What follows belongs to an exercise in optimizing a design on an open flow for small area, a short achievable clock period and few clock cycles; a production flow would make more cautious choices. RTL that was checked went through simulation tests only; none was proved equivalent to the original. No functional check of the RTL was part of run 1. Power is estimated from default activity; no workload was simulated.

==> flow/design.v, too long to show whole: its modules and the start of the top module <==
// module vs_topk_insert: 43 lines
// module vs_topk_core: 120 lines
// module vs_tree: 878 lines
module vs_topk_core (
    input  logic          clk,
    input  logic          reset_n,
    input  logic          start,
    input  logic          mode,
    input  logic [11:0]   base_addr,
    input  logic [9:0]    vector_count,
    input  logic [7:0]    dim_words,
    output logic          mem_rd_en,
    output logic [11:0]   mem_addr,
    input  logic [63:0]   mem_data,
    output logic          busy,
    output logic          done,
    output logic [2:0]    topk_count,
    output logic [127:0]  topk_score,
    output logic [39:0]   topk_id
);
  // ...
==> flow/flow/run.sh <==
#!/bin/bash
# Layout: the standard ORFS flow, with the port buffers inserted during
# placement made plain sky130_fd_sc_hd__buf_1 cells (buffer_ports' own
# choice is the slower, larger clkdlybuf4s50_1), and repair_timing asked for
# 10.5 ns of setup slack at the 15 ns clock. Everything else is standard.
set -euo pipefail
bash standard.sh synth > make_synth.log 2>&1
bash standard.sh finish "BUFFER_PORTS_ARGS=-buffer_cell sky130_fd_sc_hd__buf_1" SETUP_SLACK_MARGIN=10.5 > make_finish.log 2>&1
==> flow/standard.sh <==
#!/bin/bash
# synth_recipe.tcl (not shown) runs the flow's synth.tcl, then flattens the netlist and writes it again
# the make line also repeats each setting of config.mk as NAME=value (left out here)
make -C /OpenROAD-flow-scripts/flow DESIGN_CONFIG=/design/flow/config.mk WORK_HOME=/design/flow/orfs CLKGATE_MAP_FILE= SYNTH_SCRIPT=/design/flow/synth_recipe.tcl "${@:-finish}"
==> flow/config.mk <==
export PLATFORM = sky130hd
export DESIGN_NAME = vs_topk_core
export DESIGN_NICKNAME = vs_topk_core
export VERILOG_FILES = /design/flow/design.v
export SDC_FILE = /design/flow/constraint.sdc
export NUM_CORES = 4
export LEC_CHECK = 0
export CAP_MARGIN = 20
export CORE_MARGIN = 2
export CORE_UTILIZATION = 40
export SLEW_MARGIN = 20
==> flow/constraint.sdc <==
create_clock -name core_clock -period 15.0 [get_ports {clk}]
set_input_delay 3.0000 -clock core_clock [delete_from_list [all_inputs] [get_ports {clk}]]
set_output_delay 3.0000 -clock core_clock [all_outputs]
set_load 0.01 [all_outputs]
==> flow_metrics.env, run 1 <==
export IMPL_status="finished clean"
export IMPL_synth_xor_area_frac=0.0214
export IMPL_ys_top_cells_by_count="inv_1 (467), fa_1 (287), and2_1 (233), ha_1 (207), nor2_1 (193)"
export IMPL_instances_no_fill=3910
export IMPL_cp_required_ps=15400
export IMPL_multi_input_area_mm2=0.0166
export IMPL_grtUsageTotal=0.210
export IMPL_buf_share=0.0415
export IMPL_rr_startpoint="pp_p[7]$_DFF_P_"
export IMPL_largestRegisters="u_insert.score_q: 108 flops, u_insert.id_q: 40 flops"
export IMPL_min_from="f2_q$_DFF_P_"
export IMPL_hold_path_end="f3_q$_DFF_P_"
export IMPL_multi_input_area_share=0.534
export IMPL_ys_seq_elements=353
export IMPL_rsz0062_at_grt="true"
export IMPL_fp_row_count=95
export IMPL_synth_top_family_by_area="adder cells"
export IMPL_cts_root_buffer="clkbuf_16"
export IMPL_top_register="u_insert.score_q"
export IMPL_seq_share=0.286
export IMPL_dpl_cell_area_mm2=0.0293
export IMPL_n_all_inverters=469
export IMPL_nets=3596
export IMPL_slowest_stage="fa_1"
export IMPL_max_freq_ghz=0.214
export IMPL_setup_ws_ps=10320
export IMPL_grt_pass1_wl_um=116000
export IMPL_globalRoute_busiestLayer="met2"
export IMPL_crit_cells=14
==> module vs_topk_core, before the edit <==
module vs_topk_core (
    input  logic          clk,
    input  logic          reset_n,
    input  logic          start,
    input  logic          mode,
    input  logic [11:0]   base_addr,
    input  logic [9:0]    vector_count,
    input  logic [7:0]    dim_words,
    output logic          mem_rd_en,
    output logic [11:0]   mem_addr,
    input  logic [63:0]   mem_data,
    output logic          busy,
    output logic          done,
    output logic [2:0]    topk_count,
    output logic [127:0]  topk_score,
    output logic [39:0]   topk_id
);
    logic        busy_q, done_q, rd_q, mode_q, first_q;
    logic [11:0] addr_q;
    logic [7:0]  dim_q, wcnt_q;
    logic [9:0]  vrem_q;
    wire accept = start & ~busy_q;
    wire empty  = (vector_count == 10'd0) | (dim_words == 8'd0);
    wire eov    = (wcnt_q == 8'd1);
    wire fin    = eov & (vrem_q == 10'd1);
    logic f1_q, f2_q, f3_q;
    logic l1_q, l2_q, l3_q, l4_q;
    logic z1_q, z2_q, z3_q, z4_q;
    logic        clr_q, empty_q;
    always_ff @(posedge clk) begin
        if (!reset_n) begin
            busy_q  <= 1'b0;
            done_q  <= 1'b0;
            rd_q    <= 1'b0;
            clr_q   <= 1'b0;
            empty_q <= 1'b0;
            l1_q <= 1'b0; l2_q <= 1'b0; l3_q <= 1'b0; l4_q <= 1'b0;
            z1_q <= 1'b0; z2_q <= 1'b0; z3_q <= 1'b0; z4_q <= 1'b0;
        end else begin
            clr_q   <= accept;
            empty_q <= accept & empty;
            done_q  <= empty_q | z4_q;
            busy_q  <= busy_q ? ~(empty_q | z4_q) : start;
            rd_q    <= rd_q ? ~fin : (accept & ~empty);
            l1_q <= rd_q & eov; l2_q <= l1_q; l3_q <= l2_q; l4_q <= l3_q;
            z1_q <= rd_q & fin; z2_q <= z1_q; z3_q <= z2_q; z4_q <= z3_q;
        end
    end
    logic ldn_q, dot_q;
    always_ff @(posedge clk) begin
        if (!reset_n) ldn_q <= 1'b1;
        else          ldn_q <= rd_q ? fin : ~(accept & ~empty);
    end
    always_ff @(posedge clk) begin
        first_q <= ~rd_q | eov;
        f1_q <= first_q; f2_q <= f1_q; f3_q <= f2_q;
        if (!busy_q) begin
            mode_q <= mode;
            dot_q  <= ~mode;
        end
        if (ldn_q) begin
            addr_q <= base_addr;
            dim_q  <= dim_words;
            wcnt_q <= dim_words;
            vrem_q <= vector_count;
        end else begin
            addr_q <= addr_q + 12'd1;
            if (eov) begin
                wcnt_q <= dim_q;
                vrem_q <= vrem_q - 10'd1;
            end else begin
                wcnt_q <= wcnt_q - 8'd1;
            end
        end
    end
    assign mem_rd_en = rd_q;
    assign mem_addr  = addr_q;
    assign busy      = busy_q;
    assign done      = done_q;
    logic [31:0] pp_p;
    logic [31:0] pp_q;
    logic [3:0]  pp_r;
    always_ff @(posedge clk) begin
        for (int l = 0; l < 4; l++) begin
            logic [7:0] a, b;
            logic [8:0] x;
            a = mem_data[16*l +: 8];
            b = mem_data[16*l+8 +: 8];
            x = {a[7], a} - {b[7], b};
            pp_p[8*l +: 8] <= mode_q ? x[8:1] : a;
            pp_q[8*l +: 8] <= mode_q ? x[8:1] : b;
            pp_r[l]        <= mode_q & x[0];
        end
    end
    logic [19:0] tr1, tr2;
    vs_tree u_tree (.pp_p(pp_p), .pp_q(pp_q), .pp_r(pp_r), .tr1(tr1), .tr2(tr2));
    logic [19:0] r1_q, r2_q;
    always_ff @(posedge clk) begin
        r1_q <= dot_q ? {2'b00, tr1[19:2]} : ~tr1;
        r2_q <= dot_q ? {2'b00, tr2[19:2]} : ~tr2;
    end
    logic [26:0] acc_q;
    wire  [26:0] acc_base = f3_q ? 27'd0 : acc_q;
    wire  [26:0] acc_k = dot_q ? 27'h7FE0200 : 27'h7E7F802;
    always_ff @(posedge clk)
        acc_q <= acc_base + {7'd0, r1_q} + {7'd0, r2_q} + acc_k;
    logic [9:0] idc_q;
    always_ff @(posedge clk)
        idc_q <= clr_q ? 10'd0 : idc_q + {9'd0, l4_q};
    vs_topk_insert u_insert (
        .clk        (clk),
        .clr        (clr_q),
        .ins_valid  (l4_q),
        .ins_score  (acc_q),
        .ins_id     (idc_q),
        .count      (topk_count),
        .score_flat (topk_score),
        .id_flat    (topk_id)
    );
endmodule
==> inputs of run 2 (changes only) <==
--- a/flow/design.v
+++ b/flow/design.v
@@ -103,28 +103,30 @@
             empty_q <= accept & empty;
             done_q  <= empty_q | z4_q;
             busy_q  <= busy_q ? ~(empty_q | z4_q) : start;
             rd_q    <= rd_q ? ~fin : (accept & ~empty);
             l1_q <= rd_q & eov; l2_q <= l1_q; l3_q <= l2_q; l4_q <= l3_q;
             z1_q <= rd_q & fin; z2_q <= z1_q; z3_q <= z2_q; z4_q <= z3_q;
         end
     end
-    logic ldn_q, dot_q;
+    logic ldn_q, dot_q, kl_q;
     always_ff @(posedge clk) begin
         if (!reset_n) ldn_q <= 1'b1;
         else          ldn_q <= rd_q ? fin : ~(accept & ~empty);
     end
     always_ff @(posedge clk) begin
         first_q <= ~rd_q | eov;
         f1_q <= first_q; f2_q <= f1_q; f3_q <= f2_q;
         if (!busy_q) begin
             mode_q <= mode;
             dot_q  <= ~mode;
         end
+        if (!reset_n)     kl_q <= 1'b0;
+        else if (!busy_q) kl_q <= mode;
         if (ldn_q) begin
             addr_q <= base_addr;
             dim_q  <= dim_words;
             wcnt_q <= dim_words;
             vrem_q <= vector_count;
         end else begin
             addr_q <= addr_q + 12'd1;
             if (eov) begin
@@ -149,28 +151,324 @@
             a = mem_data[16*l +: 8];
             b = mem_data[16*l+8 +: 8];
             x = {a[7], a} - {b[7], b};
             pp_p[8*l +: 8] <= mode_q ? x[8:1] : a;
             pp_q[8*l +: 8] <= mode_q ? x[8:1] : b;
             pp_r[l]        <= mode_q & x[0];
         end
     end
-    logic [19:0] tr1, tr2;
-    vs_tree u_tree (.pp_p(pp_p), .pp_q(pp_q), .pp_r(pp_r), .tr1(tr1), .tr2(tr2));
-    logic [19:0] r1_q, r2_q;
+    logic [19:0] tr1, tr2, tr3;
+    vs_tree u_tree (.pp_p(pp_p), .pp_q(pp_q), .pp_r(pp_r), .tr1(tr1), .tr2(tr2), .tr3(tr3));
+    logic [19:0] r1_q, r2_q, r3_q;
     always_ff @(posedge clk) begin
         r1_q <= dot_q ? {2'b00, tr1[19:2]} : ~tr1;
         r2_q <= dot_q ? {2'b00, tr2[19:2]} : ~tr2;
+        r3_q <= dot_q ? {2'b00, tr3[19:2]} : ~tr3;
     end
     logic [26:0] acc_q;
-    wire  [26:0] acc_base = f3_q ? 27'd0 : acc_q;
-    wire  [26:0] acc_k = dot_q ? 27'h7FE0200 : 27'h7E7F802;
+    logic [26:0] sa1, sa2;
+    wire s0 = acc_q[0] & ~f3_q;
+    wire s1 = r1_q[0];
+    wire s2 = r2_q[0];
+    wire s3 = r3_q[0];
+    wire s4 = kl_q;
+    wire s5 = acc_q[1] & ~f3_q;
+    wire s6 = r1_q[1];
+    wire s7 = r2_q[1];
+    wire s8 = r3_q[1];
+    wire s9 = kl_q;
+    wire s10 = acc_q[2] & ~f3_q;
+    wire s11 = r1_q[2];
+    wire s12 = r2_q[2];
+    wire s13 = r3_q[2];
+    wire s14 = acc_q[3] & ~f3_q;
+    wire s15 = r1_q[3];
+    wire s16 = r2_q[3];
+    wire s17 = r3_q[3];
+    wire s18 = acc_q[4] & ~f3_q;
+    wire s19 = r1_q[4];
+    wire s20 = r2_q[4];
+    wire s21 = r3_q[4];
+    wire s22 = acc_q[5] & ~f3_q;
+    wire s23 = r1_q[5];
+    wire s24 = r2_q[5];
+    wire s25 = r3_q[5];
+    wire s26 = acc_q[6] & ~f3_q;
+    wire s27 = r1_q[6];
+    wire s28 = r2_q[6];
+    wire s29 = r3_q[6];
+    wire s30 = acc_q[7] & ~f3_q;
+    wire s31 = r1_q[7];
+    wire s32 = r2_q[7];
+    wire s33 = r3_q[7];
+    wire s34 = acc_q[8] & ~f3_q;
+    wire s35 = r1_q[8];
+    wire s36 = r2_q[8];
+    wire s37 = r3_q[8];
+    wire s38 = acc_q[9] & ~f3_q;
+    wire s39 = r1_q[9];
+    wire s40 = r2_q[9];
+    wire s41 = r3_q[9];
+    wire s42 = ~kl_q;
+    wire s43 = acc_q[10] & ~f3_q;
+    wire s44 = r1_q[10];
+    wire s45 = r2_q[10];
+    wire s46 = r3_q[10];
+    wire s47 = acc_q[11] & ~f3_q;
+    wire s48 = r1_q[11];
+    wire s49 = r2_q[11];
+    wire s50 = r3_q[11];
+    wire s51 = kl_q;
+    wire s52 = acc_q[12] & ~f3_q;
+    wire s53 = r1_q[12];
+    wire s54 = r2_q[12];
+    wire s55 = r3_q[12];
+    wire s56 = kl_q;
+    wire s57 = acc_q[13] & ~f3_q;
+    wire s58 = r1_q[13];
+    wire s59 = r2_q[13];
+    wire s60 = r3_q[13];
+    wire s61 = kl_q;
+    wire s62 = acc_q[14] & ~f3_q;
+    wire s63 = r1_q[14];
+    wire s64 = r2_q[14];
+    wire s65 = r3_q[14];
+    wire s66 = kl_q;
+    wire s67 = acc_q[15] & ~f3_q;
+    wire s68 = r1_q[15];
+    wire s69 = r2_q[15];
+    wire s70 = r3_q[15];
+    wire s71 = kl_q;
+    wire s72 = acc_q[16] & ~f3_q;
+    wire s73 = r1_q[16];
+    wire s74 = r2_q[16];
+    wire s75 = r3_q[16];
+    wire s76 = kl_q;
+    wire s77 = acc_q[17] & ~f3_q;
+    wire s78 = r1_q[17];
+    wire s79 = r2_q[17];
+    wire s80 = r3_q[17];
+    wire s81 = 1'b1;
+    wire s82 = acc_q[18] & ~f3_q;
+    wire s83 = r1_q[18];
+    wire s84 = r2_q[18];
+    wire s85 = r3_q[18];
+    wire s86 = 1'b1;
+    wire s87 = acc_q[19] & ~f3_q;
+    wire s88 = r1_q[19];
+    wire s89 = r2_q[19];
+    wire s90 = r3_q[19];
+    wire s91 = ~kl_q;
+    wire s92 = acc_q[20] & ~f3_q;
+    wire s93 = 1'b1;
+    wire s94 = acc_q[21] & ~f3_q;
+    wire s95 = ~kl_q;
+    wire s96 = acc_q[22] & ~f3_q;
+    wire s97 = 1'b1;
+    wire s98 = acc_q[23] & ~f3_q;
+    wire s99 = 1'b1;
+    wire s100 = acc_q[24] & ~f3_q;
+    wire s101 = 1'b1;
+    wire s102 = acc_q[25] & ~f3_q;
+    wire s103 = 1'b1;
+    wire s104 = acc_q[26] & ~f3_q;
+    wire s105 = 1'b1;
+    wire s106 = s0 ^ s1;
+    wire s107 = s0 & s1;
+    wire s108 = s5 ^ s6 ^ s7;
+    wire s109 = (s5 & s6) | (s5 & s7) | (s6 & s7);
+    wire s110 = s10 ^ s11;
+    wire s111 = s10 & s11;
+    wire s112 = s14 ^ s15;
+    wire s113 = s14 & s15;
+    wire s114 = s18 ^ s19;
+    wire s115 = s18 & s19;
+    wire s116 = s22 ^ s23;
+    wire s117 = s22 & s23;
+    wire s118 = s26 ^ s27;
+    wire s119 = s26 & s27;
+    wire s120 = s30 ^ s31;
+    wire s121 = s30 & s31;
+    wire s122 = s34 ^ s35;
+    wire s123 = s34 & s35;
+    wire s124 = s38 ^ s39 ^ s40;
+    wire s125 = (s38 & s39) | (s38 & s40) | (s39 & s40);
+    wire s126 = s43 ^ s44;
+    wire s127 = s43 & s44;
+    wire s128 = s47 ^ s48 ^ s49;
+    wire s129 = (s47 & s48) | (s47 & s49) | (s48 & s49);
+    wire s130 = s52 ^ s53 ^ s54;
+    wire s131 = (s52 & s53) | (s52 & s54) | (s53 & s54);
+    wire s132 = s57 ^ s58 ^ s59;
+    wire s133 = (s57 & s58) | (s57 & s59) | (s58 & s59);
+    wire s134 = s62 ^ s63 ^ s64;
+    wire s135 = (s62 & s63) | (s62 & s64) | (s63 & s64);
+    wire s136 = s67 ^ s68 ^ s69;
+    wire s137 = (s67 & s68) | (s67 & s69) | (s68 & s69);
+    wire s138 = s72 ^ s73 ^ s74;
+    wire s139 = (s72 & s73) | (s72 & s74) | (s73 & s74);
+    wire s140 = s77 ^ s78 ^ s79;
+    wire s141 = (s77 & s78) | (s77 & s79) | (s78 & s79);
+    wire s142 = s82 ^ s83 ^ s84;
+    wire s143 = (s82 & s83) | (s82 & s84) | (s83 & s84);
+    wire s144 = s87 ^ s88 ^ s89;
+    wire s145 = (s87 & s88) | (s87 & s89) | (s88 & s89);
+    wire s146 = s2 ^ s3;
+    wire s147 = s2 & s3;
+    wire s148 = s8 ^ s9 ^ s107;
+    wire s149 = (s8 & s9) | (s8 & s107) | (s9 & s107);
+    wire s150 = s12 ^ s13 ^ s109;
+    wire s151 = (s12 & s13) | (s12 & s109) | (s13 & s109);
+    wire s152 = s16 ^ s17 ^ s111;
+    wire s153 = (s16 & s17) | (s16 & s111) | (s17 & s111);
+    wire s154 = s20 ^ s21 ^ s113;
+    wire s155 = (s20 & s21) | (s20 & s113) | (s21 & s113);
+    wire s156 = s24 ^ s25 ^ s115;
+    wire s157 = (s24 & s25) | (s24 & s115) | (s25 & s115);
+    wire s158 = s28 ^ s29 ^ s117;
+    wire s159 = (s28 & s29) | (s28 & s117) | (s29 & s117);
+    wire s160 = s32 ^ s33 ^ s119;
+    wire s161 = (s32 & s33) | (s32 & s119) | (s33 & s119);
+    wire s162 = s36 ^ s37 ^ s121;
+    wire s163 = (s36 & s37) | (s36 & s121) | (s37 & s121);
+    wire s164 = s41 ^ s42 ^ s123;
+    wire s165 = (s41 & s42) | (s41 & s123) | (s42 & s123);
+    wire s166 = s45 ^ s46 ^ s125;
+    wire s167 = (s45 & s46) | (s45 & s125) | (s46 & s125);
+    wire s168 = s50 ^ s51 ^ s127;
+    wire s169 = (s50 & s51) | (s50 & s127) | (s51 & s127);
+    wire s170 = s55 ^ s56 ^ s129;
+    wire s171 = (s55 & s56) | (s55 & s129) | (s56 & s129);
+    wire s172 = s60 ^ s61 ^ s131;
+    wire s173 = (s60 & s61) | (s60 & s131) | (s61 & s131);
+    wire s174 = s65 ^ s66 ^ s133;
+    wire s175 = (s65 & s66) | (s65 & s133) | (s66 & s133);
+    wire s176 = s70 ^ s71 ^ s135;
+    wire s177 = (s70 & s71) | (s70 & s135) | (s71 & s135);
+    wire s178 = s75 ^ s76 ^ s137;
+    wire s179 = (s75 & s76) | (s75 & s137) | (s76 & s137);
+    wire s180 = s80 ^ s81 ^ s139;
+    wire s181 = (s80 & s81) | (s80 & s139) | (s81 & s139);
+    wire s182 = s85 ^ s86 ^ s141;
+    wire s183 = (s85 & s86) | (s85 & s141) | (s86 & s141);
+    wire s184 = s90 ^ s91 ^ s143;
+    wire s185 = (s90 & s91) | (s90 & s143) | (s91 & s143);
+    wire s186 = s92 ^ s93;
+    wire s187 = s92 & s93;
+    wire s188 = s4 ^ s106;
+    wire s189 = s4 & s106;
+    wire s190 = s108 ^ s147 ^ s148;
+    wire s191 = (s108 & s147) | (s108 & s148) | (s147 & s148);
+    wire s192 = s110 ^ s149 ^ s150;
+    wire s193 = (s110 & s149) | (s110 & s150) | (s149 & s150);
+    wire s194 = s112 ^ s151 ^ s152;
+    wire s195 = (s112 & s151) | (s112 & s152) | (s151 & s152);
+    wire s196 = s114 ^ s153 ^ s154;
+    wire s197 = (s114 & s153) | (s114 & s154) | (s153 & s154);
+    wire s198 = s116 ^ s155 ^ s156;
+    wire s199 = (s116 & s155) | (s116 & s156) | (s155 & s156);
+    wire s200 = s118 ^ s157 ^ s158;
+    wire s201 = (s118 & s157) | (s118 & s158) | (s157 & s158);
+    wire s202 = s120 ^ s159 ^ s160;
+    wire s203 = (s120 & s159) | (s120 & s160) | (s159 & s160);
+    wire s204 = s122 ^ s161 ^ s162;
+    wire s205 = (s122 & s161) | (s122 & s162) | (s161 & s162);
+    wire s206 = s124 ^ s163 ^ s164;
+    wire s207 = (s124 & s163) | (s124 & s164) | (s163 & s164);
+    wire s208 = s126 ^ s165 ^ s166;
+    wire s209 = (s126 & s165) | (s126 & s166) | (s165 & s166);
+    wire s210 = s128 ^ s167 ^ s168;
+    wire s211 = (s128 & s167) | (s128 & s168) | (s167 & s168);
+    wire s212 = s130 ^ s169 ^ s170;
+    wire s213 = (s130 & s169) | (s130 & s170) | (s169 & s170);
+    wire s214 = s132 ^ s171 ^ s172;
+    wire s215 = (s132 & s171) | (s132 & s172) | (s171 & s172);
+    wire s216 = s134 ^ s173 ^ s174;
+    wire s217 = (s134 & s173) | (s134 & s174) | (s173 & s174);
+    wire s218 = s136 ^ s175 ^ s176;
+    wire s219 = (s136 & s175) | (s136 & s176) | (s175 & s176);
+    wire s220 = s138 ^ s177 ^ s178;
+    wire s221 = (s138 & s177) | (s138 & s178) | (s177 & s178);
+    wire s222 = s140 ^ s179 ^ s180;
+    wire s223 = (s140 & s179) | (s140 & s180) | (s179 & s180);
+    wire s224 = s142 ^ s181 ^ s182;
+    wire s225 = (s142 & s181) | (s142 & s182) | (s181 & s182);
+    wire s226 = s144 ^ s183 ^ s184;
+    wire s227 = (s144 & s183) | (s144 & s184) | (s183 & s184);
+    wire s228 = s145 ^ s185 ^ s186;
+    wire s229 = (s145 & s185) | (s145 & s186) | (s185 & s186);
+    wire s230 = s94 ^ s95 ^ s187;
+    wire s231 = (s94 & s95) | (s94 & s187) | (s95 & s187);
+    wire s232 = s96 ^ s97;
+    wire s233 = s96 & s97;
+    wire s234 = s98 ^ s99;
+    wire s235 = s98 & s99;
+    wire s236 = s100 ^ s101;
+    wire s237 = s100 & s101;
+    wire s238 = s102 ^ s103;
+    wire s239 = s102 & s103;
+    wire s240 = s104 ^ s105;
+    wire s241 = s104 & s105;
+    assign sa1[0] = s146;
+    assign sa2[0] = s188;
+    assign sa1[1] = s189;
+    assign sa2[1] = s190;
+    assign sa1[2] = s191;
+    assign sa2[2] = s192;
+    assign sa1[3] = s193;
+    assign sa2[3] = s194;
+    assign sa1[4] = s195;
+    assign sa2[4] = s196;
+    assign sa1[5] = s197;
+    assign sa2[5] = s198;
+    assign sa1[6] = s199;
+    assign sa2[6] = s200;
+    assign sa1[7] = s201;
+    assign sa2[7] = s202;
+    assign sa1[8] = s203;
+    assign sa2[8] = s204;
+    assign sa1[9] = s205;
+    assign sa2[9] = s206;
+    assign sa1[10] = s207;
+    assign sa2[10] = s208;
+    assign sa1[11] = s209;
+    assign sa2[11] = s210;
+    assign sa1[12] = s211;
+    assign sa2[12] = s212;
+    assign sa1[13] = s213;
+    assign sa2[13] = s214;
+    assign sa1[14] = s215;
+    assign sa2[14] = s216;
+    assign sa1[15] = s217;
+    assign sa2[15] = s218;
+    assign sa1[16] = s219;
+    assign sa2[16] = s220;
+    assign sa1[17] = s221;
+    assign sa2[17] = s222;
+    assign sa1[18] = s223;
+    assign sa2[18] = s224;
+    assign sa1[19] = s225;
+    assign sa2[19] = s226;
+    assign sa1[20] = s227;
+    assign sa2[20] = s228;
+    assign sa1[21] = s229;
+    assign sa2[21] = s230;
+    assign sa1[22] = s231;
+    assign sa2[22] = s232;
+    assign sa1[23] = s233;
+    assign sa2[23] = s234;
+    assign sa1[24] = s235;
+    assign sa2[24] = s236;
+    assign sa1[25] = s237;
+    assign sa2[25] = s238;
+    assign sa1[26] = s239;
+    assign sa2[26] = s240;
     always_ff @(posedge clk)
-        acc_q <= acc_base + {7'd0, r1_q} + {7'd0, r2_q} + acc_k;
+        acc_q <= sa1 + sa2;
     logic [9:0] idc_q;
     always_ff @(posedge clk)
         idc_q <= clr_q ? 10'd0 : idc_q + {9'd0, l4_q};
     vs_topk_insert u_insert (
         .clk        (clk),
         .clr        (clr_q),
         .ins_valid  (l4_q),
         .ins_score  (acc_q),
@@ -180,17 +478,18 @@
         .id_flat    (topk_id)
     );
 endmodule
 module vs_tree (
     input  logic [31:0] pp_p,
     input  logic [31:0] pp_q,
     input  logic [3:0]  pp_r,
     output logic [19:0] tr1,
-    output logic [19:0] tr2
+    output logic [19:0] tr2,
+    output logic [19:0] tr3
 );
     wire t0 = pp_p[0] & pp_q[0];
     wire t1 = pp_p[0] & pp_q[1];
     wire t2 = pp_p[0] & pp_q[2];
     wire t3 = pp_p[0] & pp_q[3];
     wire t4 = pp_p[0] & pp_q[4];
     wire t5 = pp_p[0] & pp_q[5];
     wire t6 = pp_p[0] & pp_q[6];
@@ -978,83 +1277,69 @@
     wire t788 = t747 ^ t749 ^ t750;
     wire t789 = (t747 & t749) | (t747 & t750) | (t749 & t750);
     wire t790 = t751 ^ t753 ^ t754;
     wire t791 = (t751 & t753) | (t751 & t754) | (t753 & t754);
     wire t792 = t755 ^ t757 ^ t758;
     wire t793 = (t755 & t757) | (t755 & t758) | (t757 & t758);
     wire t794 = t701 ^ t703 ^ t759;
     wire t795 = (t701 & t703) | (t701 & t759) | (t703 & t759);
-    wire t796 = t218 ^ t291;
-    wire t797 = t218 & t291;
-    wire t798 = t622 ^ t704;
-    wire t799 = t622 & t704;
-    wire t800 = t708 ^ t765 ^ t766;
-    wire t801 = (t708 & t765) | (t708 & t766) | (t765 & t766);
-    wire t802 = t712 ^ t767 ^ t768;
-    wire t803 = (t712 & t767) | (t712 & t768) | (t767 & t768);
-    wire t804 = t716 ^ t769 ^ t770;
-    wire t805 = (t716 & t769) | (t716 & t770) | (t769 & t770);
-    wire t806 = t720 ^ t771 ^ t772;
-    wire t807 = (t720 & t771) | (t720 & t772) | (t771 & t772);
-    wire t808 = t724 ^ t773 ^ t774;
-    wire t809 = (t724 & t773) | (t724 & t774) | (t773 & t774);
-    wire t810 = t728 ^ t775 ^ t776;
-    wire t811 = (t728 & t775) | (t728 & t776) | (t775 & t776);
-    wire t812 = t732 ^ t777 ^ t778;
-    wire t813 = (t732 & t777) | (t732 & t778) | (t777 & t778);
-    wire t814 = t736 ^ t779 ^ t780;
-    wire t815 = (t736 & t779) | (t736 & t780) | (t779 & t780);
-    wire t816 = t740 ^ t781 ^ t782;
-    wire t817 = (t740 & t781) | (t740 & t782) | (t781 & t782);
-    wire t818 = t744 ^ t783 ^ t784;
-    wire t819 = (t744 & t783) | (t744 & t784) | (t783 & t784);
-    wire t820 = t748 ^ t785 ^ t786;
-    wire t821 = (t748 & t785) | (t748 & t786) | (t785 & t786);
-    wire t822 = t752 ^ t787 ^ t788;
-    wire t823 = (t752 & t787) | (t752 & t788) | (t787 & t788);
-    wire t824 = t756 ^ t789 ^ t790;
-    wire t825 = (t756 & t789) | (t756 & t790) | (t789 & t790);
-    wire t826 = t760 ^ t791 ^ t792;
-    wire t827 = (t760 & t791) | (t760 & t792) | (t791 & t792);
-    wire t828 = t761 ^ t793 ^ t794;
-    wire t829 = (t761 & t793) | (t761 & t794) | (t793 & t794);
-    assign tr1[0] = t762;
-    assign tr2[0] = t796;
+    assign tr1[0] = t218;
+    assign tr2[0] = t291;
+    assign tr3[0] = t762;
     assign tr1[1] = t763;
-    assign tr2[1] = t797;
-    assign tr1[2] = t764;
-    assign tr2[2] = t798;
-    assign tr1[3] = t799;
-    assign tr2[3] = t800;
-    assign tr1[4] = t801;
-    assign tr2[4] = t802;
-    assign tr1[5] = t803;
-    assign tr2[5] = t804;
-    assign tr1[6] = t805;
-    assign tr2[6] = t806;
-    assign tr1[7] = t807;
-    assign tr2[7] = t808;
-    assign tr1[8] = t809;
-    assign tr2[8] = t810;
-    assign tr1[9] = t811;
-    assign tr2[9] = t812;
-    assign tr1[10] = t813;
-    assign tr2[10] = t814;
-    assign tr1[11] = t815;
-    assign tr2[11] = t816;
-    assign tr1[12] = t817;
-    assign tr2[12] = t818;
-    assign tr1[13] = t819;
-    assign tr2[13] = t820;
-    assign tr1[14] = t821;
-    assign tr2[14] = t822;
-    assign tr1[15] = t823;
-    assign tr2[15] = t824;
-    assign tr1[16] = t825;
-    assign tr2[16] = t826;
-    assign tr1[17] = t827;
-    assign tr2[17] = t828;
+    assign tr2[1] = 1'b0;
+    assign tr3[1] = 1'b0;
+    assign tr1[2] = t622;
+    assign tr2[2] = t704;
+    assign tr3[2] = t764;
+    assign tr1[3] = t708;
+    assign tr2[3] = t765;
+    assign tr3[3] = t766;
+    assign tr1[4] = t712;
+    assign tr2[4] = t767;
+    assign tr3[4] = t768;
+    assign tr1[5] = t716;
+    assign tr2[5] = t769;
+    assign tr3[5] = t770;
+    assign tr1[6] = t720;
+    assign tr2[6] = t771;
+    assign tr3[6] = t772;
+    assign tr1[7] = t724;
+    assign tr2[7] = t773;
+    assign tr3[7] = t774;
+    assign tr1[8] = t728;
+    assign tr2[8] = t775;
+    assign tr3[8] = t776;
+    assign tr1[9] = t732;
+    assign tr2[9] = t777;
+    assign tr3[9] = t778;
+    assign tr1[10] = t736;
+    assign tr2[10] = t779;
+    assign tr3[10] = t780;
+    assign tr1[11] = t740;
+    assign tr2[11] = t781;
+    assign tr3[11] = t782;
+    assign tr1[12] = t744;
+    assign tr2[12] = t783;
+    assign tr3[12] = t784;
+    assign tr1[13] = t748;
+    assign tr2[13] = t785;
+    assign tr3[13] = t786;
+    assign tr1[14] = t752;
+    assign tr2[14] = t787;
+    assign tr3[14] = t788;
+    assign tr1[15] = t756;
+    assign tr2[15] = t789;
+    assign tr3[15] = t790;
+    assign tr1[16] = t760;
+    assign tr2[16] = t791;
+    assign tr3[16] = t792;
+    assign tr1[17] = t761;
+    assign tr2[17] = t793;
+    assign tr3[17] = t794;
     assign tr1[18] = t795;
-    assign tr2[18] = t829;
+    assign tr2[18] = 1'b0;
+    assign tr3[18] = 1'b0;
     assign tr1[19] = 1'b0;
     assign tr2[19] = 1'b0;
+    assign tr3[19] = 1'b0;
 endmodule
==> flow/flow/run.sh (replaced) <==
#!/bin/bash
# Layout: the standard ORFS flow, with the port buffers inserted during
# placement made plain sky130_fd_sc_hd__buf_1 cells (buffer_ports' own
# choice is the slower, larger clkdlybuf4s50_1). Everything else is standard.
set -euo pipefail
bash standard.sh synth > make_synth.log 2>&1
bash standard.sh finish "BUFFER_PORTS_ARGS=-buffer_cell sky130_fd_sc_hd__buf_1" > make_finish.log 2>&1
==> run 2 against run 1 <==
Sequential share of layout area up 0.093 points. Still clean. Sequential power up 4%. Critical path depth did not move. Worst setup slack got worse by 230 ps. Power fell by 11%. Combinational power shrank 18%. Area after synthesis is 3.1% higher. Highest routed layer is now met5. Cell count up 4.2%. Design area grew 2.2%. Routed wire length is 5.7% lower.
==> flow_metrics.env, run 2 <==
export IMPL_whs_path_depth=0
export IMPL_slew_headroom=0.335
export IMPL_maxCapViolations=0
export IMPL_internal_power_w=0.00427
export IMPL_grt_max_degree=109
export IMPL_hold_path_end="f1_q$_DFF_P_"
export IMPL_grtUsageTotal=0.196
export IMPL_holdBufCountCts=0
export IMPL_combPwrFrac=0.638
export IMPL_cts_buffers_inserted=44
export IMPL_status="finished clean"
export IMPL_io_pins=284
export IMPL_yosysTopAreaCell="fa_1"
export IMPL_finalMaxSlewViolations=0
export IMPL_largestRegisters="u_insert.score_q: 108 flops, u_insert.id_q: 40 flops"
export IMPL_rr_startpoint="f3_q$_DFF_P_"
export IMPL_layout_commonest_cell="inv_1"
export IMPL_syn_avg_cell_area_um2=9.94
export IMPL_end_kind="flip-flop"
export IMPL_drive_gt1_frac=0.0367
export IMPL_synthTopCellsByArea="fa_1 (21%), edfxtp_1 (18%), dfxtp_1 (14%)"
export IMPL_cp_required_ps=15490
export IMPL_dpl_cell_area_mm2=0.0301
export IMPL_worstMarginPinSlew_ps=997
export IMPL_cts_resized=0
export IMPL_ant_nets=0
export IMPL_start_kind="flip-flop"
export IMPL_postLayoutCellArea_mm2=0.0317
export IMPL_yosys_area_top_type_share=0.207
export IMPL_largest_reg_flops=108
export IMPL_area_delta_synth_final_pct=12.4
export IMPL_async_flop_share=0
export IMPL_rrSetupSlack_ps=10090
export IMPL_vias=19794
export IMPL_regArea_mm2=0.00911
export IMPL_power_w=0.00766
export IMPL_drc=0
export IMPL_nets=3692
export IMPL_power_switching_w=0.00340
export IMPL_synth_edf_count=168
export IMPL_cts_setup_buffers=0
export IMPL_power_leakage_nw=14.8
export IMPL_post_drt_wl_per_cell_um=17.1
export IMPL_port_buffers=283
export IMPL_fill_cells=6789
export IMPL_wirelength_um=69700
export IMPL_finalCriticalPeriod_ps=4910
export IMPL_tritoncts="built"
export IMPL_initial_core_util=0.404
export IMPL_min_from="first_q$_DFF_P_"
export IMPL_first_global_vias=20340
export IMPL_finalCritPeriodShare=0.328
export IMPL_synthDistinctLibCells=63
export IMPL_gr_total_overflow=0
export IMPL_rsz0062_at_grt="false"
export IMPL_syn_nets=3436
export IMPL_ys_top_cells_by_count="inv_1 (544), fa_1 (292), and2_1 (228), nor2_1 (206), ha_1 (204)"
export IMPL_finalSetupTns_ps=0
export IMPL_seq_area_frac_synth=0.323
export IMPL_finalHoldViolCount=0
export IMPL_p_sw_frac=0.443
export IMPL_seqPwrFrac=0.213
export IMPL_ys_flop_type="dfxtp_1"
export IMPL_path_max_fanout=27
export IMPL_critical_path_arrival_ps=5400
export IMPL_worstSkewPairLatency_ps=580
export IMPL_clockBufferDepth=3
export IMPL_core_area_mm2=0.0699
export IMPL_power_density_mw_per_mm2=242
export IMPL_cts_sinks=371
export IMPL_die_area_mm2=0.0727
export IMPL_gp_congestion=0.882
export IMPL_top_register="u_insert.score_q"
export IMPL_critPathKind="flip-flop to flip-flop"
export IMPL_antenna_found_initial=3
export IMPL_skew_ps=30.5
export IMPL_multi_input_area_mm2=0.0167
export IMPL_htree_levels=2
export IMPL_syn_instance_count=2842
export IMPL_rr_worst_depth=14
export IMPL_clk_pin_slew_ps=60
export IMPL_max_freq_ghz=0.203
export IMPL_firstDrtPassIters=7
export IMPL_netlist_area_mm2=0.0282
export IMPL_hp_class="flip-flop to flip-flop"
export IMPL_pwr_share_clk=0.149
export IMPL_ys_seq_elements=371
export IMPL_drt_iter0_markers=1189
export IMPL_r2r_end="acc_q[23]$_DFF_P_"
export IMPL_ir_worst_vdd_mv=0.303
export IMPL_grt_pass1_wl_um=112000
export IMPL_dp_hpwl_um=54900
export IMPL_cts_root_buffer="clkbuf_16"
export IMPL_fin_util=0.454
export IMPL_fp_row_count=97
export IMPL_hold_slack_ps=330
export IMPL_setup_viol=0
export IMPL_layout_common_cells="inv_1 (544), fa_1 (292), buf_1 (283)"
export IMPL_die_h_um=270
export IMPL_yosys_warnings=4
export IMPL_die_w_um=270
export IMPL_yosysMostFrequentCell="inv_1"
export IMPL_viasPerCell=4.86
==> run 2: cell types whose count changed after synthesis, sizes merged, moves of 16 or more <==
cell	before	now
dfxtp	185	203
mux2i	82	129
nand2	153	129
a21oi	101	73
nand3b	10	30
inv	468	544
a21o	37	53
mux2	42	14
==> run 2: worst max path at each step <==
stage	startpoint	to	slack (ps)	cells past startpoint
final	f3_q$_DFF_P_	acc_q[23]$_DFF_P_	10090	14
after global routing	f3_q$_DFF_P_	acc_q[26]$_DFF_P_	9810	15
after CTS	f3_q$_DFF_P_	acc_q[23]$_DFF_P_	10100	14
after detailed placement	mem_data[9]	pp_q[6]$_DFF_P_	9920	11
after global placement	mem_data[9]	pp_q[6]$_DFF_P_	9990	11
after floorplan	u_insert.score_q[3][12]$_DFFE_PP_	u_insert.id_q[3][0]$_DFFE_PP_	8550	9
==> run 2: cell families (layout without fill, tap and decap cells) <==
| group | count (synthesis) | after routing | synth area share |
|---|---|---|---|
| simple gates | 809 | 809 | 0.150 |
| buf+inv | 630 | 922 | 0.0885 |
| fa+ha+maj | 496 | 496 | 0.297 |
| flops | 371 | 371 | 0.323 |
| compound gates | 335 | 335 | 0.0724 |
| mux | 143 | 143 | 0.0513 |
| xor+xnor | 58 | 58 | 0.0180 |
| other cells | 0 | 2 | 0 |
==> run 2: layout make-up <==
cell class	count	area share
Antenna cell	2	0.000158
Clock buffer	60	0.0401
Clock inverter	22	0.00958
Inverter	544	0.0644
Multi-Input combinational cell	1841	0.525
Sequential cell	371	0.287
Tap cell	940	0.0371
Timing Repair Buffer	296	0.0366
==> run 2: through the flow <==
stage          setup slack, ps  cells
2_1_floorplan             8550   2842
3_3_place_gp              9990   3992
3_5_place_dp              9920   3992
4_1_cts                  10100   4074
5_1_grt                   9810   4074
6_report                 10090   4076
==> run 2: routing by layer <==
metal | global-route usage | vias to the layer above | part of all wire
li1 | - | 9617 | -
met4 | 0.0504 | 2 | 0.022
met5 | 0 | - | 0.00017
met3 | 0.0282 | 93 | 0.047
met2 | 0.340 | 412 | 0.49
met1 | 0.255 | 9670 | 0.44
==> run 2: power by group through the flow <==
| stage | clock network [W] | logic [W] | registers, W |
|---|---|---|---|
| floorplan | 0 | 0.00369 | 0.00151 |
| global placement | 0 | 0.00489 | 0.00165 |
| detailed placement | 0 | 0.00491 | 0.00165 |
| CTS | 0.00117 | 0.00493 | 0.00163 |
| global route | 0.00121 | 0.00566 | 0.00166 |
| finish | 0.00114 | 0.00489 | 0.00163 |
==> run 2: worst max-delay path, cell delays in order (launching register included) <==
cell,delay (ps)
dfxtp_1,610
nand2b_1,300
fa_1,390
fa_1,470
fa_1,540
inv_1,40
ha_1,360
a21o_1,250
a2111oi_0,470
nand3_1,170
o22a_1,290
a2111o_1,410
a31o_2,240
a21oi_1,170
xnor2_1,130
Testbench counts of run 2, summed over its fixed seeds: cycles 128,284.
==> inputs of run 3 (changes only) <==
==> flow/flow/run.sh (replaced) <==
#!/bin/bash
# Layout: the standard ORFS flow, with the port buffers inserted during
# placement made plain sky130_fd_sc_hd__buf_1 cells (buffer_ports' own
# choice is the slower, larger clkdlybuf4s50_1), and repair_timing asked for
# 11.0 ns of setup slack at the 15 ns clock. Everything else is standard.
set -euo pipefail
bash standard.sh synth > make_synth.log 2>&1
bash standard.sh finish "BUFFER_PORTS_ARGS=-buffer_cell sky130_fd_sc_hd__buf_1" SETUP_SLACK_MARGIN=11.0 > make_finish.log 2>&1
==> run 3 against run 2 <==
Die area unchanged. Combinational power increased by about 20%. Routed wire length increased by 8.8%. Via count increased by 5.8%. Worst hold slack got worse by 22 ps. Design area increased by 12%. Area after synthesis unchanged. Register-to-register slack improved by 740 ps. Sequential share of layout area decreased by 2.4 points. Non-clock buffer count increased by 234.
==> flow_metrics.env, run 3 <==
export IMPL_status="finished clean"
export IMPL_finalSetupTns_ps=0
export IMPL_finalCriticalPeriod_ps=4300
export IMPL_rsz0062_at_grt="true"
export IMPL_grt_use_met2=0.351
export IMPL_drc=0
export IMPL_ys_top_cells_by_count="inv_1 (544), fa_1 (292), and2_1 (228), nor2_1 (206), ha_1 (204)"
export IMPL_grt_max_degree=100
export IMPL_slew_headroom=0.297
export IMPL_hold_path_end="f1_q$_DFF_P_"
export IMPL_syn_nets=3436
export IMPL_vias=20938
export IMPL_whs_path_depth=0
export IMPL_maxCapViolations=0
export IMPL_yosysMostFrequentCell="inv_1"
export IMPL_die_area_mm2=0.0727
export IMPL_netlist_area_mm2=0.0282
export IMPL_syn_avg_cell_area_um2=9.94
export IMPL_min_from="first_q$_DFF_P_"
export IMPL_htree_levels=2
export IMPL_clockBufferDepth=3
export IMPL_hold_slack_ps=308
export IMPL_grt_pass1_wl_um=118000
export IMPL_crit_family="flip-flops"
export IMPL_first_global_vias=21352
export IMPL_rr_startpoint="pp_p[1]$_DFF_P_"
export IMPL_ant_nets=0
export IMPL_dp_hpwl_um=55700
export IMPL_end_kind="primary output"
export IMPL_fp_row_count=97
export IMPL_wirelength_um=75900
export IMPL_syn_instance_count=2842
export IMPL_synthDistinctLibCells=63
export IMPL_worstMarginPinSlew_ps=1060
export IMPL_r2r_end="r3_q[9]$_DFF_P_"
export IMPL_power_leakage_nw=16.8
export IMPL_max_stage_delay_ps=400
export IMPL_drt_iter0_markers=1072
export IMPL_area_delta_synth_final_pct=25.5
export IMPL_grtUsageTotal=0.206
export IMPL_globalRoute_busiestLayer="met2"
export IMPL_layout_common_cells="inv_1 (504), fa_1 (237), buf_4 (224)"
export IMPL_async_flop_share=0
export IMPL_io_pins=284
export IMPL_path_max_fanout=2
export IMPL_setup_viol=0
export IMPL_cts_root_buffer="clkbuf_16"
export IMPL_firstDrtPassIters=5
export IMPL_skew_ps=38.7
export IMPL_largest_reg_flops=108
export IMPL_initial_core_util=0.404
export IMPL_layout_commonest_cell="inv_1"
export IMPL_cp_required_ps=12000
export IMPL_yosys_warnings=4
export IMPL_yosys_area_top_type_share=0.207
export IMPL_core_area_mm2=0.0699
export IMPL_finalCritPeriodShare=0.287
export IMPL_ir_worst_vdd_mv=0.229
export IMPL_antenna_found_initial=1
export IMPL_grtUsageMet1=0.264
export IMPL_worstSkewPairLatency_ps=610
export IMPL_rr_worst_depth=13
export IMPL_start_kind="flip-flop"
export IMPL_ys_seq_elements=371
export IMPL_post_drt_wl_per_cell_um=17.6
export IMPL_top_register="u_insert.score_q"
export IMPL_finalMaxSlewViolations=0
export IMPL_power_density_mw_per_mm2=245
export IMPL_finalHoldViolCount=0
export IMPL_largestRegisters="u_insert.score_q: 108 flops, u_insert.id_q: 40 flops"
export IMPL_yosysTopAreaCell="fa_1"
export IMPL_hp_class="flip-flop to flip-flop"
export IMPL_path_buf_inv=2
export IMPL_die_h_um=270
export IMPL_critPathKind="flip-flop to primary output"
export IMPL_antenna_cells=0
export IMPL_synth_edf_count=168
export IMPL_critical_path_arrival_ps=1300
export IMPL_synthTopCellsByArea="fa_1 (21%), edfxtp_1 (18%), dfxtp_1 (14%)"
export IMPL_nets=3926
export IMPL_slowest_stage="edfxtp_1"
export IMPL_crit_chain="buf_4 -> buf_6"
export IMPL_cts_buffers_inserted=44
export IMPL_seq_area_frac_synth=0.323
export IMPL_drive_gt1_frac=0.243
export IMPL_grt_met3_usage=0.0391
export IMPL_die_w_um=270
export IMPL_port_buffers=283
export IMPL_tritoncts="built"
export IMPL_clk_pin_slew_ps=60
export IMPL_gp_congestion=0.878
export IMPL_viasPerCell=4.86
export IMPL_ys_flop_type="dfxtp_1"
export IMPL_rrSetupSlack_ps=10830
export IMPL_cts_sinks=371
export IMPL_max_freq_ghz=0.233
export IMPL_gr_total_overflow=0
run 3: cell counts after synthesis:
No cell type changed its count.
run 3: worst max path at each step:
stage	start	to	cells after the start
5_1_grt	u_insert.score_q[0][26]$_DFFE_PP_	topk_score[31]	2
2_1_floorplan	mem_data[25]	pp_q[14]$_DFF_P_	10
4_1_cts	u_insert.score_q[0][26]$_DFFE_PP_	topk_score[29]	2
3_3_place_gp	mem_data[9]	pp_q[6]$_DFF_P_	11
6_report	u_insert.score_q[0][26]$_DFFE_PP_	topk_score[26]	2
3_5_place_dp	mem_data[9]	pp_q[6]$_DFF_P_	11
run 3: area by class of cell:
type                    count  area, um2
clock inverters            25        422
inverters                 544       2150
multi-input cells        1841      17400
flip-flops and latches    371       9340
fillers                  6473      34500
well taps                 940       1180
clock buffers              57       1230
repair buffers            530       3680
run 3: layer usage:
layer / vias to the layer above / part of all wire / wire length (um)
met2: 545 / 0.48 / 36600
met4: 0 / 0.028 / 2130
met3: 129 / 0.059 / 4490
met1: 10171 / 0.43 / 32700
li1: 10093 / - / -
met5: - / 0 / 0
run 3: timing repair:
| item | in CTS | in global routing |
|---|---|---|
| pin swaps | 114 | 71 |
| gates resized for setup | 380 | 236 |
| buffers inserted | 159 | 77 |
| endpoints found under the setup margin | 252 | 271 |
| hold buffers | 0 | 0 |
run 3: cell families (layout without fill, tap and decap cells):
group,count (synthesis),in the layout,share of synthesized area
AOI/OAI and AO/OA,335,335,0.0724
and+or+nand+nor,809,809,0.150
buffers and inverters,630,1156,0.0885
muxes,143,143,0.0513
adders and majority gates,496,496,0.297
xor gates and xnor gates,58,58,0.0180
DFF,371,371,0.323
run 3: metrics by stage:
stage / std cells / util / total power, W / area, um2 / setup WS [ps]
2_1_floorplan: 2842 / - / 0.00526 / 28600 / 10590
6_report: 4308 / 0.507 / 0.00869 / 35400 / 10700
3_3_place_gp: 3990 / 0.436 / 0.00662 / 30500 / 10060
5_1_grt: 4308 / 0.507 / 0.00956 / 35400 / 10670
3_5_place_dp: 3990 / 0.436 / 0.00669 / 30500 / 10030
4_1_cts: 4231 / 0.490 / 0.00832 / 34200 / 10690
run 3: power by group:
part / leakage, nW / internal, W / switching [W] / total, W
sequential: 3.31 / 0.00136 / 0.000263 / 0.00162
clock: 0.805 / 0.000740 / 0.000462 / 0.00120
combinational: 12.7 / 0.00284 / 0.00303 / 0.00586
==> inputs of run 4 (changes only) <==
==> flow/flow/run.sh (replaced) <==
#!/bin/bash
# Layout: the standard ORFS flow, with the port buffers inserted during
# placement made plain sky130_fd_sc_hd__buf_1 cells (buffer_ports' own
# choice is the slower, larger clkdlybuf4s50_1), and repair_timing asked for
# 11.5 ns of setup slack at the 15 ns clock. Everything else is standard.
set -euo pipefail
bash standard.sh synth > make_synth.log 2>&1
bash standard.sh finish "BUFFER_PORTS_ARGS=-buffer_cell sky130_fd_sc_hd__buf_1" SETUP_SLACK_MARGIN=11.5 > make_finish.log 2>&1
==> run 4 against run 3 <==
Largest power group unchanged. Critical path type unchanged. Non-clock buffer count grew 37. Critical endpoint is now topk_score[10]. Critical path depth fell by 1. Still clean on timing, DRC and antenna. Worst hold slack improved by 16 ps. First-iteration DRC count shrank 15%. Sequential power is essentially flat. Cell count up 0.86%.
==> flow_metrics.env, run 4 <==
export IMPL_status="finished clean"
export IMPL_ir_worst_vdd_mv=0.278
export IMPL_worstSkewPairLatency_ps=590
export IMPL_crit_family="flip-flops"
export IMPL_synthTopCellsByArea="fa_1 (21%), edfxtp_1 (18%), dfxtp_1 (14%)"
export IMPL_ant_nets=0
export IMPL_grt_pass1_wl_um=120000
export IMPL_clockBufferDepth=3
export IMPL_initial_core_util=0.404
export IMPL_finalHoldViolCount=0
export IMPL_skew_ps=26.9
export IMPL_firstDrtPassIters=5
export IMPL_wirelength_um=77500
export IMPL_critPathKind="flip-flop to primary output"
export IMPL_syn_nets=3436
export IMPL_slew_headroom=0.301
export IMPL_yosysTopAreaCell="fa_1"
export IMPL_post_drt_wl_per_cell_um=17.8
export IMPL_multi_input_area_mm2=0.0179
export IMPL_slowest_stage="edfxtp_1"
export IMPL_grt_max_degree=91
export IMPL_grtUsageTotal=0.209
export IMPL_finalMaxSlewViolations=0
export IMPL_cts_root_buffer="clkbuf_16"
export IMPL_wl_met3_um=4180
export IMPL_first_global_vias=21826
export IMPL_start_kind="flip-flop"
export IMPL_ys_top_cells_by_count="inv_1 (544), fa_1 (292), and2_1 (228), nor2_1 (206), ha_1 (204)"
export IMPL_gr_total_overflow=0
export IMPL_ys_seq_elements=371
export IMPL_antenna_cells=0
export IMPL_drc=0
export IMPL_syn_avg_cell_area_um2=9.94
export IMPL_netlist_area_mm2=0.0282
export IMPL_dp_cells=3987
export IMPL_power_density_mw_per_mm2=259
export IMPL_port_buffers=283
export IMPL_area_delta_synth_final_pct=28.2
export IMPL_maxCapViolations=0
export IMPL_hp_class="flip-flop to flip-flop"
export IMPL_syn_instance_count=2842
export IMPL_fill_cells=6333
export IMPL_critical_path_arrival_ps=1270
export IMPL_finalSetupTns_ps=0
export IMPL_layout_common_cells="inv_1 (488), buf_4 (223), and2_1 (209)"
export IMPL_viasPerCell=4.87
export IMPL_dp_worst_setup_slack_ps=10010
export IMPL_yosysMostFrequentCell="inv_1"
export IMPL_core_area_mm2=0.0699
export IMPL_finalCritPeriodShare=0.285
export IMPL_die_w_um=270
export IMPL_met2_length_um=38100
export IMPL_largestRegisters="u_insert.score_q: 108 flops, u_insert.id_q: 40 flops"
export IMPL_die_area_mm2=0.0727
export IMPL_dp_hpwl_um=55900
export IMPL_tritoncts="built"
export IMPL_setup_viol=0
export IMPL_fp_row_count=97
export IMPL_power_leakage_nw=17.0
export IMPL_vias=21149
export IMPL_path_max_fanout=3
export IMPL_antenna_found_initial=1
export IMPL_async_flop_share=0
export IMPL_drive_gt1_frac=0.278
export IMPL_cts_sinks=371
export IMPL_cp_required_ps=12000
export IMPL_htree_levels=2
export IMPL_drt_iter0_markers=913
export IMPL_drt_met1_wl_um=32800
export IMPL_largest_reg_flops=108
export IMPL_instances_no_fill=4345
export IMPL_ys_flop_type="dfxtp_1"
export IMPL_gp_congestion=0.908
export IMPL_seq_area_frac_synth=0.323
export IMPL_worstMarginPinSlew_ps=1050
export IMPL_postLayoutCellArea_mm2=0.0362
export IMPL_yosys_area_top_type_share=0.207
export IMPL_crit_cells=1
export IMPL_crit_chain="clkbuf_2"
export IMPL_die_h_um=270
export IMPL_setup_ws_ps=10730
export IMPL_max_stage_delay_ps=500
export IMPL_layout_commonest_cell="inv_1"
export IMPL_clk_pin_slew_ps=60
export IMPL_holdBufCountCts=0
export IMPL_nets=3965
export IMPL_finalCriticalPeriod_ps=4270
export IMPL_rsz0062_at_grt="true"
export IMPL_cts_buffers_inserted=45
export IMPL_dpl_cell_area_mm2=0.0306
export IMPL_whs_path_depth=0
export IMPL_top_register="u_insert.score_q"
export IMPL_regArea_mm2=0.00937
export IMPL_io_pins=284
export IMPL_yosys_warnings=4
export IMPL_synth_edf_count=168
export IMPL_path_buf_inv=1
export IMPL_highest_layer="met4"
export IMPL_synthDistinctLibCells=63
export IMPL_end_kind="primary output"
export IMPL_rr_worst_depth=13
export IMPL_max_freq_ghz=0.234
-- run 4: where the power goes --
group | internal, W | switching, W | leakage (nW)
sequential | 0.00136 | 0.000269 | 3.31
combinational | 0.00342 | 0.00327 | 13.0
clock | 0.000609 | 0.000443 | 0.691
total | 0.00539 | 0.00398 | 17.0
-- run 4: metrics by stage --
| stage | hold WS [ps] | util | power (W) |
|---|---|---|---|
| 2_1_floorplan | 309 | - | 0.00542 |
| 3_3_place_gp | 313 | 0.438 | 0.00676 |
| 3_5_place_dp | 312 | 0.438 | 0.00683 |
| 4_1_cts | 311 | 0.499 | 0.00889 |
| 5_1_grt | 334 | 0.518 | 0.0102 |
| 6_report | 324 | 0.518 | 0.00937 |
-- run 4: cell type report --
cell class,instances,area share
multi-input combinational,1842,0.495
clock buffer,65,0.0351
tap,940,0.0325
sequential,371,0.259
inverter,544,0.0593
clock inverter,16,0.00397
timing repair buffer,567,0.116
-- run 4: cells by family (layout without fill, tap and decap cells) --
| group | after synthesis | count (layout) | synth area share |
|---|---|---|---|
| buf+inv | 630 | 1192 | 0.0885 |
| flops | 371 | 371 | 0.323 |
| simple gates | 809 | 809 | 0.150 |
| mux | 143 | 143 | 0.0513 |
| xor+xnor | 58 | 58 | 0.0180 |
| fa+ha+maj | 496 | 496 | 0.297 |
| compound gates | 335 | 336 | 0.0724 |
-- run 4: final timing paths --
kind                     end  slack (ps)                         startpoint
min reg2reg     f1_q$_DFF_P_         320                    first_q$_DFF_P_
max           topk_score[10]       10730  u_insert.score_q[0][10]$_DFFE_PP_
min             f1_q$_DFF_P_         320                    first_q$_DFF_P_
max reg2reg  r3_q[9]$_DFF_P_       10890                    pp_q[6]$_DFF_P_
-- run 4: repair_timing --
action,in CTS,in global routing
cloned,0,3
hold endpoints to repair,0,0
setup endpoints to repair,548,509
buffers inserted,203,71
pin swaps,154,108
resized for setup,529,257
-- run 4: per-layer routing --
metal / up-vias / track usage
li1: 10158 / -
met1: 10320 / 0.263
met2: 529 / 0.362
met3: 142 / 0.0367
met4: 0 / 0.0670
met5: - / 0
==> inputs of run 5 (changes only) <==
==> flow/flow/run.sh (replaced) <==
#!/bin/bash
# Layout: the standard ORFS flow, with the port buffers inserted during
# placement made plain sky130_fd_sc_hd__buf_1 cells (buffer_ports' own
# choice is the slower, larger clkdlybuf4s50_1), and repair_timing asked for
# 10.5 ns of setup slack at the 15 ns clock. Everything else is standard.
set -euo pipefail
bash standard.sh synth > make_synth.log 2>&1
bash standard.sh finish "BUFFER_PORTS_ARGS=-buffer_cell sky130_fd_sc_hd__buf_1" SETUP_SLACK_MARGIN=10.5 > make_finish.log 2>&1
--- a/flow/config.mk
+++ b/flow/config.mk
@@ -8,4 +8,5 @@
 export CAP_MARGIN = 20
 export CORE_MARGIN = 2
 export CORE_UTILIZATION = 40
+export CTS_BUF_LIST = sky130_fd_sc_hd__clkbuf_8
 export SLEW_MARGIN = 20
==> run 5 against run 4 <==
Still clean on timing, DRC and antenna. Clock skew grew 20 ps. Design area shrank 12%. First-iteration DRC count rose by 21%. Combinational power down 25%. Area after synthesis did not move. Clock power about the same. Global-route usage is 1.1 points lower. Flip-flop and latch count did not move. Critical path type unchanged.
==> flow_metrics.env, run 5 <==
export IMPL_status="finished clean"
export IMPL_cp_required_ps=12000
export IMPL_finalHoldViolCount=0
export IMPL_syn_nets=3436
export IMPL_crit_chain="buf_1"
export IMPL_cts_buffers_inserted=67
export IMPL_rr_worst_depth=11
export IMPL_port_buffers=283
export IMPL_critical_path_arrival_ps=1370
export IMPL_gr_total_overflow=0
export IMPL_viasPerCell=4.84
export IMPL_synthDistinctLibCells=63
export IMPL_die_h_um=270
export IMPL_layout_common_cells="inv_1 (564), fa_1 (289), buf_1 (283)"
export IMPL_ir_worst_vdd_mv=0.245
export IMPL_end_kind="primary output"
export IMPL_tritoncts="built"
export IMPL_htree_levels=3
export IMPL_drive_gt1_frac=0.0554
export IMPL_ys_seq_elements=371
export IMPL_grtUsageTotal=0.198
export IMPL_area_delta_synth_final_pct=12.6
export IMPL_ant_nets=0
export IMPL_power_switching_w=0.00346
export IMPL_largest_reg_flops=108
export IMPL_whs_path_depth=0
export IMPL_rrSetupSlack_ps=10660
export IMPL_path_max_fanout=8
export IMPL_clockBufferDepth=3
export IMPL_grt_pass1_wl_um=113000
export IMPL_yosys_warnings=4
export IMPL_nets=3716
export IMPL_r2r_end="r3_q[13]$_DFF_P_"
export IMPL_skew_ps=46.7
export IMPL_crit_family="flip-flops"
export IMPL_clk_pin_slew_ps=60
export IMPL_gp_congestion=0.869
export IMPL_syn_avg_cell_area_um2=9.94
export IMPL_finalCritPeriodShare=0.291
export IMPL_dp_cells=3992
export IMPL_power_density_mw_per_mm2=243
export IMPL_power_leakage_nw=14.9
export IMPL_pwr_share_clk=0.137
export IMPL_wirelength_um=70300
export IMPL_path_buf_inv=1
export IMPL_max_stage_delay_ps=550
export IMPL_seqPwrFrac=0.212
export IMPL_rsz0062_at_grt="false"
export IMPL_yosys_area_top_type_share=0.207
export IMPL_initial_core_util=0.404
export IMPL_async_flop_share=0
export IMPL_slew_headroom=0.289
export IMPL_firstDrtPassIters=5
export IMPL_cts_sinks=371
export IMPL_top_register="u_insert.score_q"
export IMPL_slowest_stage="edfxtp_1"
export IMPL_seq_area_frac_synth=0.323
export IMPL_hp_class="flip-flop to flip-flop"
export IMPL_die_area_mm2=0.0727
export IMPL_maxCapViolations=0
export IMPL_p_sw_frac=0.449
export IMPL_layout_commonest_cell="inv_1"
export IMPL_ys_top_cells_by_count="inv_1 (544), fa_1 (292), and2_1 (228), nor2_1 (206), ha_1 (204)"
export IMPL_io_pins=284
export IMPL_start_kind="flip-flop"
export IMPL_ys_flop_type="dfxtp_1"
export IMPL_finalMaxSlewViolations=0
export IMPL_synth_edf_count=168
export IMPL_critPathKind="flip-flop to primary output"
export IMPL_die_w_um=270
export IMPL_worstSkewPairLatency_ps=650
export IMPL_hold_path_end="f1_q$_DFF_P_"
export IMPL_cts_root_buffer="clkbuf_8"
export IMPL_yosysMostFrequentCell="inv_1"
export IMPL_post_drt_wl_per_cell_um=17.1
export IMPL_fp_row_count=97
export IMPL_synthTopCellsByArea="fa_1 (21%), edfxtp_1 (18%), dfxtp_1 (14%)"
export IMPL_vias=19934
export IMPL_yosysTopAreaCell="fa_1"
export IMPL_largestRegisters="u_insert.score_q: 108 flops, u_insert.id_q: 40 flops"
export IMPL_min_from="first_q$_DFF_P_"
export IMPL_instances_no_fill=4118
export IMPL_syn_instance_count=2842
export IMPL_finalSetupTns_ps=0
export IMPL_rr_startpoint="pp_q[0]$_DFF_P_"
export IMPL_drc=0
export IMPL_holdBufCountCts=0
export IMPL_worstMarginPinSlew_ps=1060
export IMPL_combPwrFrac=0.650
export IMPL_setup_viol=0
export IMPL_dp_hpwl_um=55300
export IMPL_internal_power_w=0.00425
export IMPL_max_freq_ghz=0.229
export IMPL_drt_iter0_markers=1109
export IMPL_first_global_vias=20588
export IMPL_antenna_found_initial=2
export IMPL_grt_max_degree=109
export IMPL_finalCriticalPeriod_ps=4370
export IMPL_netlist_area_mm2=0.0282
export IMPL_core_area_mm2=0.0699
-- run 5: cell count changes in the layout (fill, tap and decap cells not counted), sizes merged --
cell / before / now
bufinv: 1 / 8
buf: 481 / 297
diode: 0 / 1
inv: 546 / 568
a21o: 54 / 53
clkbuf: 151 / 76
clkinv: 10 / 13
-- run 5: worst max-delay path by stage --
stage	startpoint	end	slack, ps	depth (start not counted)
after floorplan	mem_data[16]	pp_p[15]$_DFF_P_	10480	10
after global placement	mem_data[9]	pp_q[6]$_DFF_P_	10190	11
after detailed placement	mem_data[25]	pp_q[14]$_DFF_P_	10140	11
after CTS	pp_p[1]$_DFF_P_	r3_q[13]$_DFF_P_	10500	11
after global routing	kl_q$_SDFFE_PN0N_	acc_q[23]$_DFF_P_	10500	13
final	u_insert.score_q[0][26]$_DFFE_PP_	topk_score[30]	10630	1
-- run 5: cell families after synthesis --
| kind of cell | Yosys count | share of synthesized area |
|---|---|---|
| adders and majority gates | 496 | 0.297 |
| muxes | 143 | 0.0513 |
| and+or+nand+nor | 809 | 0.150 |
| buffers and inverters | 630 | 0.0885 |
| AOI/OAI and AO/OA | 335 | 0.0724 |
| DFF | 371 | 0.323 |
| xor gates and xnor gates | 58 | 0.0180 |
-- run 5: layout make-up --
type / count / area (um2)
Fill cell: 6754 / 38100
Timing Repair Buffer: 297 / 1190
Tap cell: 940 / 1180
Sequential cell: 371 / 9150
Antenna cell: 1 / 2.50
Inverter: 544 / 2050
Clock buffer: 76 / 1050
Clock inverter: 48 / 447
Multi-Input combinational cell: 1841 / 16700
-- run 5: per-stage QoR --
stage	power, W	worst slack [ps]	util	instance area (um2)	hold WS (ps)
after floorplan	0.00520	10480	-	28200	310
after global placement	0.00654	10190	0.431	30200	310
after detailed placement	0.00657	10140	0.432	30200	312
after CTS	0.00773	10500	0.454	31700	327
after global routing	0.00862	10500	0.455	31800	343
final	0.00771	10630	0.455	31800	325
-- run 5: layer usage --
metal / track usage / routed length [um]
met5: 0 / 13
met4: 0.0607 / 1870
met3: 0.0333 / 3650
met2: 0.336 / 33600
met1: 0.258 / 31200
-- run 5: what timing repair did --
item / CTS / global route
pin swaps: 0 / 3
buffers inserted: 1 / 0
resized for setup: 8 / 34
endpoints found under the setup margin: 6 / 17
-- run 5: power by group through the flow --
stage / sequential [W] / clock [W] / combinational [W]
finish: 0.00164 / 0.00106 / 0.00502
global route: 0.00167 / 0.00114 / 0.00581
CTS: 0.00163 / 0.00109 / 0.00500
detailed placement: 0.00165 / 0 / 0.00491
global placement: 0.00165 / 0 / 0.00489
floorplan: 0.00151 / 0 / 0.00369

==> what the ideal ports hide <==
The results above use ideal ports. As a check the final layouts listed here were re-extracted and re-timed, cells and wires unchanged.
Step 1 sets driving cells, clkbuf_16 on the clock port and buf_2 on the other inputs (assumed; they add their load-dependent delay and slew).
Step 2 also shifts input and output timing later by t, the mid clock arrival at the registers, as if the neighbouring blocks saw the same clock.
a / b / c = ideal / step 1 / step 2; a / b = the first two.
run | shift t [ns] | setup WS [ns] | worst setup path after step 2 | clock arrival spread, ns | worst register clock-pin slew, ns
run 1 | 0.624 | 10.319 / 10.319 / 10.106 | input to register | 0.059 / 0.060 | 0.06 / 0.06
run 2 | 0.628 | 10.085 / 10.085 / 9.889 | input to register | 0.036 / 0.036 | 0.06 / 0.06
run 3 | 0.655 | 10.701 / 10.640 / 10.263 | input to register | 0.039 / 0.038 | 0.06 / 0.06
run 4 | 0.640 | 10.731 / 10.670 / 10.267 | input to register | 0.029 / 0.028 | 0.06 / 0.06
run 5 | 0.680 | 10.629 / 10.573 / 10.119 | input to register | 0.047 / 0.046 | 0.06 / 0.06
After both steps setup and hold are still met in every run listed. For run 5, which loses most, drivers alone change the setup slack by -0.056 ns; drivers and shift together by -0.510 ns.
